Context: an optimization exercise on an open-source flow, tuned for a short achievable clock period and few clock cycles per item. The choices shown serve that exercise and are no tape-out recipe.
The RTL was checked by simulation tests, not by an equivalence proof against the original design.

[flow/design.v]
module muldiv_unit #(
    parameter int unsigned MUL_CYCLES = 2,
    parameter int unsigned DIV_ITERS  = 32
) (
    input  logic        clk,
    input  logic        rst,
    input  logic        start,
    input  logic [1:0]  op,
    input  logic        flush,
    input  logic [31:0] srca,
    input  logic [31:0] srcb,
    output logic        stall,
    output logic        busy,
    output logic        done,
    output logic [31:0] hi,
    output logic [31:0] lo
);
    localparam int unsigned MulCntW = $clog2(MUL_CYCLES + 1);
    localparam int unsigned DivCntW = $clog2(DIV_ITERS + 1);
    localparam int unsigned CntW    = (MulCntW > DivCntW) ? MulCntW : DivCntW;
    typedef enum logic [1:0] {StIdle, StMul, StDiv, StFin} state_e;
    state_e            state_q, state_d;
    logic [CntW-1:0]   cnt_q, cnt_d;
    logic [31:0]       rem_q, rem_d;
    logic [31:0]       quo_q, quo_d;
    logic [31:0]       dvsr_q, dvsr_d;
    logic [31:0]       araw_q, araw_d;
    logic              qneg_q, qneg_d;
    logic              rneg_q, rneg_d;
    logic              dvz_q, dvz_d;
    logic [31:0]       hi_q, hi_d;
    logic [31:0]       lo_q, lo_d;
    logic              busy_q, busy_d;
    logic              done_q, done_d;
    logic              is_div;
    logic              is_signed;
    logic [31:0]       a_abs;
    logic [31:0]       b_abs;
    logic [63:0]       a_ext;
    logic [63:0]       b_ext;
    logic [63:0]       prod;
    logic [32:0]       trial;
    assign is_div    = op[1];
    assign is_signed = ~op[0];
    assign a_abs     = (is_signed && srca[31]) ? -srca : srca;
    assign b_abs     = (is_signed && srcb[31]) ? -srcb : srcb;
    assign a_ext     = {{32{is_signed & srca[31]}}, srca};
    assign b_ext     = {{32{is_signed & srcb[31]}}, srcb};
    assign prod      = a_ext * b_ext;
    assign trial = {rem_q, quo_q[31]} - {1'b0, dvsr_q};
    always_comb begin
        state_d = state_q;
        cnt_d   = cnt_q;
        rem_d   = rem_q;
        quo_d   = quo_q;
        dvsr_d  = dvsr_q;
        araw_d  = araw_q;
        qneg_d  = qneg_q;
        rneg_d  = rneg_q;
        dvz_d   = dvz_q;
        hi_d    = hi_q;
        lo_d    = lo_q;
        busy_d  = 1'b0;
        done_d  = 1'b0;
        if (flush) begin
            state_d = StIdle;
        end else begin
            unique case (state_q)
                StIdle: begin
                    if (start) begin
                        cnt_d = '0;
                        if (is_div) begin
                            state_d = StDiv;
                            busy_d  = 1'b1;
                            rem_d   = '0;
                            quo_d   = a_abs;
                            dvsr_d  = b_abs;
                            araw_d  = srca;
                            qneg_d  = is_signed & (srca[31] ^ srcb[31]);
                            rneg_d  = is_signed & srca[31];
                            dvz_d   = (srcb == 32'd0);
                        end else begin
                            rem_d = prod[63:32];
                            quo_d = prod[31:0];
                            cnt_d = CntW'(1);
                            if (MUL_CYCLES <= 1) begin
                                state_d = StFin;
                                done_d  = 1'b1;
                                hi_d    = prod[63:32];
                                lo_d    = prod[31:0];
                            end else begin
                                state_d = StMul;
                                busy_d  = 1'b1;
                            end
                        end
                    end
                end
                StMul: begin
                    if (cnt_q >= CntW'(MUL_CYCLES - 1)) begin
                        state_d = StFin;
                        done_d  = 1'b1;
                        hi_d    = rem_q;
                        lo_d    = quo_q;
                    end else begin
                        busy_d = 1'b1;
                        cnt_d  = cnt_q + CntW'(1);
                    end
                end
                StDiv: begin
                    if (cnt_q < CntW'(DIV_ITERS)) begin
                        busy_d = 1'b1;
                        cnt_d  = cnt_q + CntW'(1);
                        if (!trial[32]) begin
                            rem_d = trial[31:0];
                            quo_d = {quo_q[30:0], 1'b1};
                        end else begin
                            rem_d = {rem_q[30:0], quo_q[31]};
                            quo_d = {quo_q[30:0], 1'b0};
                        end
                    end else begin
                        state_d = StFin;
                        done_d  = 1'b1;
                        if (dvz_q) begin
                            hi_d = araw_q;
                            lo_d = 32'hFFFF_FFFF;
                        end else begin
                            hi_d = rneg_q ? -rem_q : rem_q;
                            lo_d = qneg_q ? -quo_q : quo_q;
                        end
                    end
                end
                StFin: begin
                    state_d = StIdle;
                end
                default: begin
                    state_d = StIdle;
                end
            endcase
        end
    end
    always_ff @(posedge clk) begin
        if (rst) begin
            state_q <= StIdle;
            cnt_q   <= '0;
            rem_q   <= '0;
            quo_q   <= '0;
            dvsr_q  <= '0;
            araw_q  <= '0;
            qneg_q  <= 1'b0;
            rneg_q  <= 1'b0;
            dvz_q   <= 1'b0;
            hi_q    <= '0;
            lo_q    <= '0;
            busy_q  <= 1'b0;
            done_q  <= 1'b0;
        end else begin
            state_q <= state_d;
            cnt_q   <= cnt_d;
            rem_q   <= rem_d;
            quo_q   <= quo_d;
            dvsr_q  <= dvsr_d;
            araw_q  <= araw_d;
            qneg_q  <= qneg_d;
            rneg_q  <= rneg_d;
            dvz_q   <= dvz_d;
            hi_q    <= hi_d;
            lo_q    <= lo_d;
            busy_q  <= busy_d;
            done_q  <= done_d;
        end
    end
    assign stall = start & ~done_q;
    assign busy  = busy_q;
    assign done  = done_q;
    assign hi    = hi_q;
    assign lo    = lo_q;
endmodule
[flow/run.sh]
#!/bin/bash
# synth_recipe.tcl (not shown) runs the flow's synth.tcl, then flattens the netlist and writes it again
# the make line also repeats each setting of config.mk as NAME=value (left out here)
make -C /OpenROAD-flow-scripts/flow DESIGN_CONFIG=/design/flow/config.mk WORK_HOME=/design/flow/orfs CLKGATE_MAP_FILE= SYNTH_SCRIPT=/design/flow/synth_recipe.tcl finish
[flow/config.mk]
export PLATFORM = sky130hd
export DESIGN_NAME = muldiv_unit
export DESIGN_NICKNAME = muldiv_unit
export VERILOG_FILES = /design/flow/design.v
export SDC_FILE = /design/flow/constraint.sdc
export NUM_CORES = 4
export LEC_CHECK = 0
export CAP_MARGIN = 20
export CORE_MARGIN = 2
export CORE_UTILIZATION = 40
export SLEW_MARGIN = 20
[flow/constraint.sdc]
create_clock -name core_clock -period 10.5 [get_ports {clk}]
set_input_delay 2.1000 -clock core_clock [delete_from_list [all_inputs] [get_ports {clk}]]
set_output_delay 2.1000 -clock core_clock [all_outputs]
set_load 0.01 [all_outputs]
==> results of run 1 <==
[worst reg2reg max path: stages, from the launching register on]
cell	delay, ns
dfxtp_1	0.56
inv_1	0.18
fa_1	0.49
nor2b_1	0.19
o31ai_1	0.17
a21o_1	0.28
o2111a_1	0.34
or4_1	0.54
nand3_2	0.13
buf_4	0.49
mux2_2	0.45
a221oi_1	0.26
nor2_1	0.08
[per-layer routing]
layer / track usage, % / vias up
met5: 0 / -
met4: 4.939 / 10
met3: 4.296 / 175
met2: 38.27 / 1464
met1: 35.63 / 21010
li1: - / 18330
[registers in the layout, indices dropped and copies added, names as in the netlist]
signal and cells:
lo_q 32, busy_q 1, quo_q 32, dvz_q 1, done_q 1, rem_q 32, qneg_q 1, state_q 2
araw_q 32, cnt_q 6, hi_q 32, rneg_q 1, dvsr_q 32
[kinds of logic (layout without fill, tap and decap cells)]
kind of cell             count (synthesis)  after routing
AND/OR/NAND/NOR                       1833           1833
multiplexers                            53             53
buffers and inverters                 1614           1598
flip-flops                             205            205
XOR/XNOR                               174            174
adder cells (fa/ha/maj)               1383           1383
other                                    0              1
AO/OA/AOI/OAI                          785            785
[area by class of cell]
type / instances / area, sq um
tap: 1662 / 2079
fill: 12590 / 71490
sequential: 205 / 4104
clock inverter: 10 / 106.4
antenna: 1 / 2.502
multi-input combinational: 4228 / 41250
clock buffer: 31 / 655.6
timing repair buffer: 354 / 3319
inverter: 1203 / 4519
[how the worst max path moves through the flow]
stage | startpoint | end | slack [ns]
CTS | srca[10] | rem_q[16]$_SDFFE_PP0P_ | 0.44
global route | op[0] | rem_q[29]$_SDFFE_PP0P_ | 0.02
global placement | srcb[9] | rem_q[16]$_SDFFE_PP0P_ | -0.10
floorplan | srca[31] | rem_q[29]$_SDFFE_PP0P_ | 0.02
finish | srca[10] | rem_q[16]$_SDFFE_PP0P_ | 0.40
detailed placement | srca[10] | rem_q[16]$_SDFFE_PP0P_ | -0.11
[per-stage QoR]
| step | cells | hold slack (ns) | setup TNS, ns | setup slack, ns |
|---|---|---|---|---|
| detailed placement | 7652 | 0.4472 | -0.2919 | -0.1139 |
| CTS | 7693 | 0.4551 | 0 | 0.4376 |
| global placement | 7652 | 0.4413 | -0.1018 | -0.1003 |
| finish | 7694 | 0.4533 | 0 | 0.3951 |
| global route | 7693 | 0.4701 | 0 | 0.01782 |
| floorplan | 6047 | 0.4319 | 0 | 0.02042 |
[what timing repair did]
| item | 4_1_cts | 5_1_grt |
|---|---|---|
| endpoints found under the hold margin | 0 | 0 |
| setup endpoints to repair | 0 | 2 |
| gates resized for setup | 0 | 1 |
[cells in the mapped netlist (6+ instances only)]
cell	instances
a211oi_1	71
a21o_1	33
a21oi_1	257
a221oi_1	14
a311oi_1	15
a31o_2	7
a31oi_1	26
and2_1	360
and3_1	13
buf_1	49
buf_2	11
clkbuf_1	348
dfxtp_1	205
fa_1	1126
ha_1	257
inv_1	1201
mux2_2	27
mux2i_1	26
nand2_1	918
nand2b_1	23
nand3_1	26
nand3b_1	8
nand4_1	25
nor2_1	307
nor2b_1	10
nor3_1	74
nor4_1	15
o211ai_1	26
o21a_1	19
o21ai_0	146
o21bai_1	17
o22a_1	6
o22ai_1	50
o31a_1	6
o31ai_1	28
o41ai_1	13
or3_1	20
or4_1	14
xnor2_1	109
xor2_1	65
==> impl_metrics.csv, run 1 <==
group,metric,value,unit
timing,setup_viol,0,
global_route,grt_pass1_vias,42930,
drt,vias,40990,
synth,ys_types,78,
die,die_area,131300,sq um
global_route,antenna_found_initial,9,
layout,layout-drive-gt1-share,5.903,%
layout,layout_common_cells,"inv_1 (1,199), fa_1 (1,125), nand2_1 (918)",
drt,drcViolationCount,0,
cts,clock_latency,0.54,ns
global_route,grt_pass1_wl,251700,microns
setup_path,path_common_cell,"fa_1",
timing,skew,0.01305,ns
setup_path,r2r_end,"rem_q[6]$_SDFFE_PP0P_",
synth,yosysSeqAreaShare,7.988,%
hold_path,min_to,"araw_q[21]$_SDFFE_PP0P_",
placed_design,portBuffers,136,
drt,drt-wirelength-per-cell,20.44,microns
die,coreArea,127500,sq um
cts,numCtsBuffers,23,
run,maxCapViolations,0,
timing,slew_viol_final,0,
timing,hold_violations,0,
global_route,grt_max_degree,81,
synth,synth_nets,7500,
setup_path,slowest_stage,"fa_1",
timing,worst_pin_slew,1.082,ns
layout,fin_area,56030,sq um
synth,synthArstFlopShare,0,%
timing,finalCritPeriodShare,96.24,%
setup_path,rrSetupSlack,6.24,ns
drt,wl_met3,12530,microns
cts,htreeDepth,1,
cts,cts_tree,"yes",
synth,ys.flop_type,"dfxtp_1",
synth,syn_area,51380,sq um
placed_design,dpl_cell_area,55260,sq um
synth,yosysTopAreaCell,"fa_1",
global_route,grt.overflow.total,0,
setup_path,cpLargestDelayFamily,"adder cells",
drt,drt_iter0_markers,3260,
die,die_x,362.4,microns
timing,relSlewSlack,27.65,%
drt,wl_met2,68840,microns
setup_path,path_buf_inv,12,
setup_path,critPathMaxStageDelay,0.55,ns
placed_design,gp_congestion,0.9323,
setup_path,critPathCaptureType,"flip-flop",
synth,synth.top_cells.by_area,"fa_1 (44%), inv_1 (8.8%), dfxtp_1 (8.0%)",
die,initial_utilization,40.29,%
synth,yosysTopAreaCellShare,43.88,%
die,ios,137,
drt,viasPerCell,5.327,
cts,post_cts_buffers,0,
cts,numClockSinks,205,
layout,area_growth,9.065,%
cts,cts_hold_buf,0,
synth,synth_xor_area_share,2.966,%
synth,synth_simple_gate_area_share,16.24,%
outcome,status,"timing/DRC/antenna clean",
layout,fin_nets,7468,
setup_path,cp.required,10.97,ns
hold_path,hold_path_class,"flip-flop to flip-flop",
setup_path,worstRegToRegCells,12,
die,fp-row-count,131,
cts,cts.path.max_buffers,3,
drt,dr.pass1.iters,5,
timing,fmax,98.96,MHz
drt,routed.top_layer,"met5",
cts,cts_root_buffer,"clkbuf_16",
timing,rsz0062_at_grt,"false",
synth,syn_inst,6047,
drt,totalWireLength,157300,microns
layout,final_common_cell,"inv_1",
cts,path_clk_slew,0.06,ns
setup_path,crit_type,"input port to flip-flop",
placed_design,dp_hpwl,126300,microns
die,dieHeight,362.4,microns
layout,final_util,43.94,%
synth,synth_compound_area_share,9.729,%
synth,ys_ff_latch,205,
setup_path,cp.depth,32,
synth,synth_top_family_by_area,"adder cells",
drt,ant_nets,0,
synth,synth_adder_area_share,50.14,%
global_route,grt_usage,24.49,%
synth,synth_edf_count,0,
setup_path,path_max_fanout,16,
setup_path,reg2reg_from,"rem_q[0]$_SDFFE_PP0P_",
synth,synth_warnings,1,
setup_path,start_kind,"input port",
timing,min_period,10.10,ns
hold_path,holdPathStages,2,
synth,muxShareOfSynthArea,1.098,%
synth,syn_area_per_cell,8.496,sq um
drt,wl_met1,72380,microns
setup_path,worstPathArrival,10.57,ns
hold_path,hp-start,"araw_q[21]$_SDFFE_PP0P_",
Testbench counts, summed over its fixed seeds: cycles 44,064, ops 2,400.
==> run 2: changes to the inputs <==
--- a/flow/design.v
+++ b/flow/design.v
@@ -1,5 +1,5 @@
 module muldiv_unit #(
-    parameter int unsigned MUL_CYCLES = 2,
+    parameter int unsigned MUL_CYCLES = 1,
     parameter int unsigned DIV_ITERS  = 32
 ) (
     input  logic        clk,
@@ -40,6 +40,9 @@
     logic [63:0]       b_ext;
     logic [63:0]       prod;
     logic [32:0]       trial;
+    logic              dvz_now, a_lt_b;
+    assign dvz_now   = (srcb == 32'd0);
+    assign a_lt_b    = a_abs < b_abs;
     assign is_div    = op[1];
     assign is_signed = ~op[0];
     assign a_abs     = (is_signed && srca[31]) ? -srca : srca;
@@ -67,9 +70,14 @@
         end else begin
             unique case (state_q)
                 StIdle: begin
-                    if (start) begin
+                    if (start && !done_q) begin
                         cnt_d = '0;
-                        if (is_div) begin
+                        if (is_div && (dvz_now || a_lt_b)) begin
+                            state_d = StIdle;
+                            done_d  = 1'b1;
+                            hi_d    = srca;
+                            lo_d    = dvz_now ? 32'hFFFF_FFFF : 32'd0;
+                        end else if (is_div) begin
                             state_d = StDiv;
                             busy_d  = 1'b1;
                             rem_d   = '0;
@@ -84,7 +92,7 @@
                             quo_d = prod[31:0];
                             cnt_d = CntW'(1);
                             if (MUL_CYCLES <= 1) begin
-                                state_d = StFin;
+                                state_d = StIdle;
                                 done_d  = 1'b1;
                                 hi_d    = prod[63:32];
                                 lo_d    = prod[31:0];
@@ -97,7 +105,7 @@
                 end
                 StMul: begin
                     if (cnt_q >= CntW'(MUL_CYCLES - 1)) begin
-                        state_d = StFin;
+                        state_d = StIdle;
                         done_d  = 1'b1;
                         hi_d    = rem_q;
                         lo_d    = quo_q;
@@ -118,7 +126,7 @@
                             quo_d = {quo_q[30:0], 1'b0};
                         end
                     end else begin
-                        state_d = StFin;
+                        state_d = StIdle;
                         done_d  = 1'b1;
                         if (dvz_q) begin
                             hi_d = araw_q;
==> run 2 against run 1 <==
- still clean on timing, DRC and antenna
- synthesized area rose by 2.5%
- die area is 2.4% higher
- sequential share of layout area down 0.37 points
- fmax about the same
- first-iteration DRC count increased by 13%
- setup slack worse by 0.0089 ns
- global-route usage is 2.4 points higher
- highest routed layer unchanged
==> impl_metrics.csv, run 2 <==
group,metric,value,unit
synth,synthArstFlopShare,0,%
setup_path,crit_type,"input port to flip-flop",
synth,yosysTopAreaCellShare,42.82,%
placed_design,dp_hpwl,146800,microns
drt,ant_nets,0,
die,die_x,366.8,microns
timing,min_period,10.11,ns
synth,yosysTopAreaCell,"fa_1",
timing,worst_pin_slew,1.088,ns
timing,whs,0.4482,ns
drt,drt-wirelength-per-cell,22.10,microns
global_route,grt_max_degree,84,
synth,ys_types,85,
timing,finalCritPeriodShare,96.32,%
synth,syn_inst,6182,
cts,cts_tree,"yes",
synth,synth_common_cells,"inv_1 (1,197), fa_1 (1,126), nand2_1 (1,007), and2_1 (358), clkbuf_1 (315)",
synth,synth_warnings,1,
synth,ys_ff_latch,204,
cts,cts.path.max_buffers,3,
layout,layout_common_cells,"inv_1 (1,193), fa_1 (1,126), nand2_1 (1,007)",
setup_path,start_kind,"input port",
drt,totalWireLength,178900,microns
setup_path,critPathCaptureType,"flip-flop",
die,coreArea,131100,sq um
die,ios,137,
cts,numClockSinks,204,
drt,vias,43620,
setup_path,cp.required,10.93,ns
drt,drt_iter0_markers,3670,
drt,viasPerCell,5.389,
timing,relSlewSlack,27.47,%
setup_path,worstPathArrival,10.54,ns
setup_path,path_max_fanout,11,
global_route,grt_pass1_wl,279000,microns
synth,syn_area_per_cell,8.516,sq um
layout,fin_nets,7792,
die,fp-row-count,133,
synth,yosysMostFrequentCell,"inv_1",
synth,synth_nets,7659,
die,initial_utilization,40.15,%
layout,area_growth,11.70,%
global_route,grt.overflow.total,0,
cts,clock_latency,0.56,ns
synth,yosysSeqAreaShare,7.757,%
global_route,grt_usage,26.86,%
synth,synth_edf_count,0,
placed_design,gp_congestion,0.9884,
layout,layout-drive-gt1-share,8.083,%
cts,htreeDepth,1,
global_route,grt_pass1_vias,45740,
layout,final_util,44.85,%
timing,setup-tns-final,0,ns
placed_design,pre_cts_ws,-0.3408,ns
layout,fin_cells,8094,
synth,syn_area,52650,sq um
timing,fmax,98.88,MHz
timing,skew,0.01562,ns
drt,drcViolationCount,0,
drt,dr.pass1.iters,6,
synth,synth.top_cells.by_area,"fa_1 (43%), inv_1 (8.5%), dfxtp_1 (7.8%)",
run,maxCapViolations,0,
timing,slew_viol_final,0,
synth,ys.flop_type,"dfxtp_1",
timing,hold_violations,0,
placed_design,portBuffers,136,
timing,setup_viol,0,
global_route,antenna_found_initial,11,
cts,path_clk_slew,0.06,ns
timing,rsz0062_at_grt,"false",
placed_design,placed_cells,8039,
cts,cts_root_buffer,"clkbuf_16",
layout,final_common_cell,"inv_1",
outcome,status,"timing/DRC/antenna clean",
hold_path,hold_path_class,"flip-flop to flip-flop",
die,die_area,134500,sq um
cts,numCtsBuffers,26,
timing,setup_ws,0.3863,ns
die,dieHeight,366.8,microns
run 2: changes by cell type in the layout (fill, tap and decap cells not counted), moves of 19 or more:
cell	previous run	this run
a32o_1	0	21
nor3_1	74	43
o21ai_0	146	200
a21o_1	33	52
o211ai_1	26	64
buf_4	180	339
xor2_1	65	118
o22ai_1	50	2
nand2_1	918	1007
nor2_1	305	194
a211oi_1	71	52
ha_1	256	281
run 2: logic make-up (layout without fill, tap and decap cells):
| logic type | count (synthesis) | count (layout) | synth area share, % |
|---|---|---|---|
| xor gates and xnor gates | 219 | 219 | 3.643 |
| and+or+nand+nor | 1834 | 1834 | 16.03 |
| DFF | 204 | 204 | 7.757 |
| AOI/OAI and AO/OA | 871 | 871 | 10.70 |
| adders and majority gates | 1407 | 1407 | 49.49 |
| other | 0 | 5 | 0 |
| muxes | 41 | 41 | 0.8057 |
| buffers and inverters | 1606 | 1758 | 11.56 |
run 2: cell type report:
type / instances / area [sq um]
fill: 13030 / 72320
multi-input combinational: 4372 / 42560
timing repair buffer: 514 / 4552
inverter: 1197 / 4501
sequential: 204 / 4089
tap: 1755 / 2196
clock buffer: 34 / 762.0
clock inverter: 13 / 133.9
antenna: 5 / 12.51
run 2: path summary, 6_finish.rpt:
path	start	endpoint	slack, ns	cells after the start
worst max-delay path	op[0]	rem_q[31]$_SDFFE_PP0P_	0.39	27
worst min-delay path	lo_q[31]$_SDFFE_PP0P_	lo_q[31]$_SDFFE_PP0P_	0.45	2
worst max register to register	quo_q[31]$_SDFFE_PP0P_	rem_q[27]$_SDFFE_PP0P_	6.22	14
worst min register to register	lo_q[31]$_SDFFE_PP0P_	lo_q[31]$_SDFFE_PP0P_	0.45	2
run 2: metal layers:
metal,share of wire (%),global-route usage [%]
met1,42,36.68
met2,46,43.46
met3,8.9,4.894
met4,3.4,7.952
met5,0.061,0
run 2: worst max-delay path, cell delays in order:
cell and delay [ns]:
clkdlybuf4s50_1 0.55, nor2b_4 0.34, nand2_1 0.13, inv_1 0.14, fa_1 0.48, fa_1 0.63, fa_1 0.49, buf_4 0.19
fa_1 0.63, buf_4 0.24, fa_1 0.47, fa_1 0.56, inv_1 0.06, fa_1 0.46, fa_1 0.52, inv_1 0.06
ha_1 0.29, a21o_1 0.20, a21o_1 0.17, a21oi_1 0.17, o21ai_0 0.21, a2111oi_0 0.41, nor3_1 0.16, o21a_1 0.22
o21ai_0 0.27, nand2_1 0.08, or3_1 0.30
run 2: stage by stage:
step	instance area (sq um)
6_report	58810
2_1_floorplan	52650
3_5_place_dp	57850
4_1_cts	58750
3_3_place_gp	57850
5_1_grt	58790
run 2: timing repair:
action                     CTS  global route
resized for setup            0             4
hold buffers                 0             0
setup endpoints to repair    0             9
setup buffers                0             3
Testbench counts of run 2, summed over its fixed seeds: cycles 23,775, ops 2,400.

what the ideal ports hide:
In the flow no input, the clock included, has a driving cell. The finished layouts below were timed again as built, in two steps.
Step 1 assumes that a clkbuf_16 drives the clock port and a buf_2 every other input.
Step 2 adds t to the input delays and takes it off the output delays; t is the mean of the earliest and latest rising clock arrival at the registers after step 1. Input paths then give back, and output paths get back, about the clock's delay inside the block.
a / b / c = ideal / step 1 / step 2; a / b = the first two.
run	t (ns)	setup slack, ns	slew at the worst register clock pin (ns)
run 1	0.581	0.395 / 0.403 / -0.179	0.07 / 0.07
run 2	0.602	0.386 / 0.404 / -0.198	0.07 / 0.07
With both steps, setup timing fails in run 1 and run 2, where it was met with ideal ports. The setup slack of run 2, which loses most, moves by +0.018 ns with the drivers and by -0.584 ns with both steps.
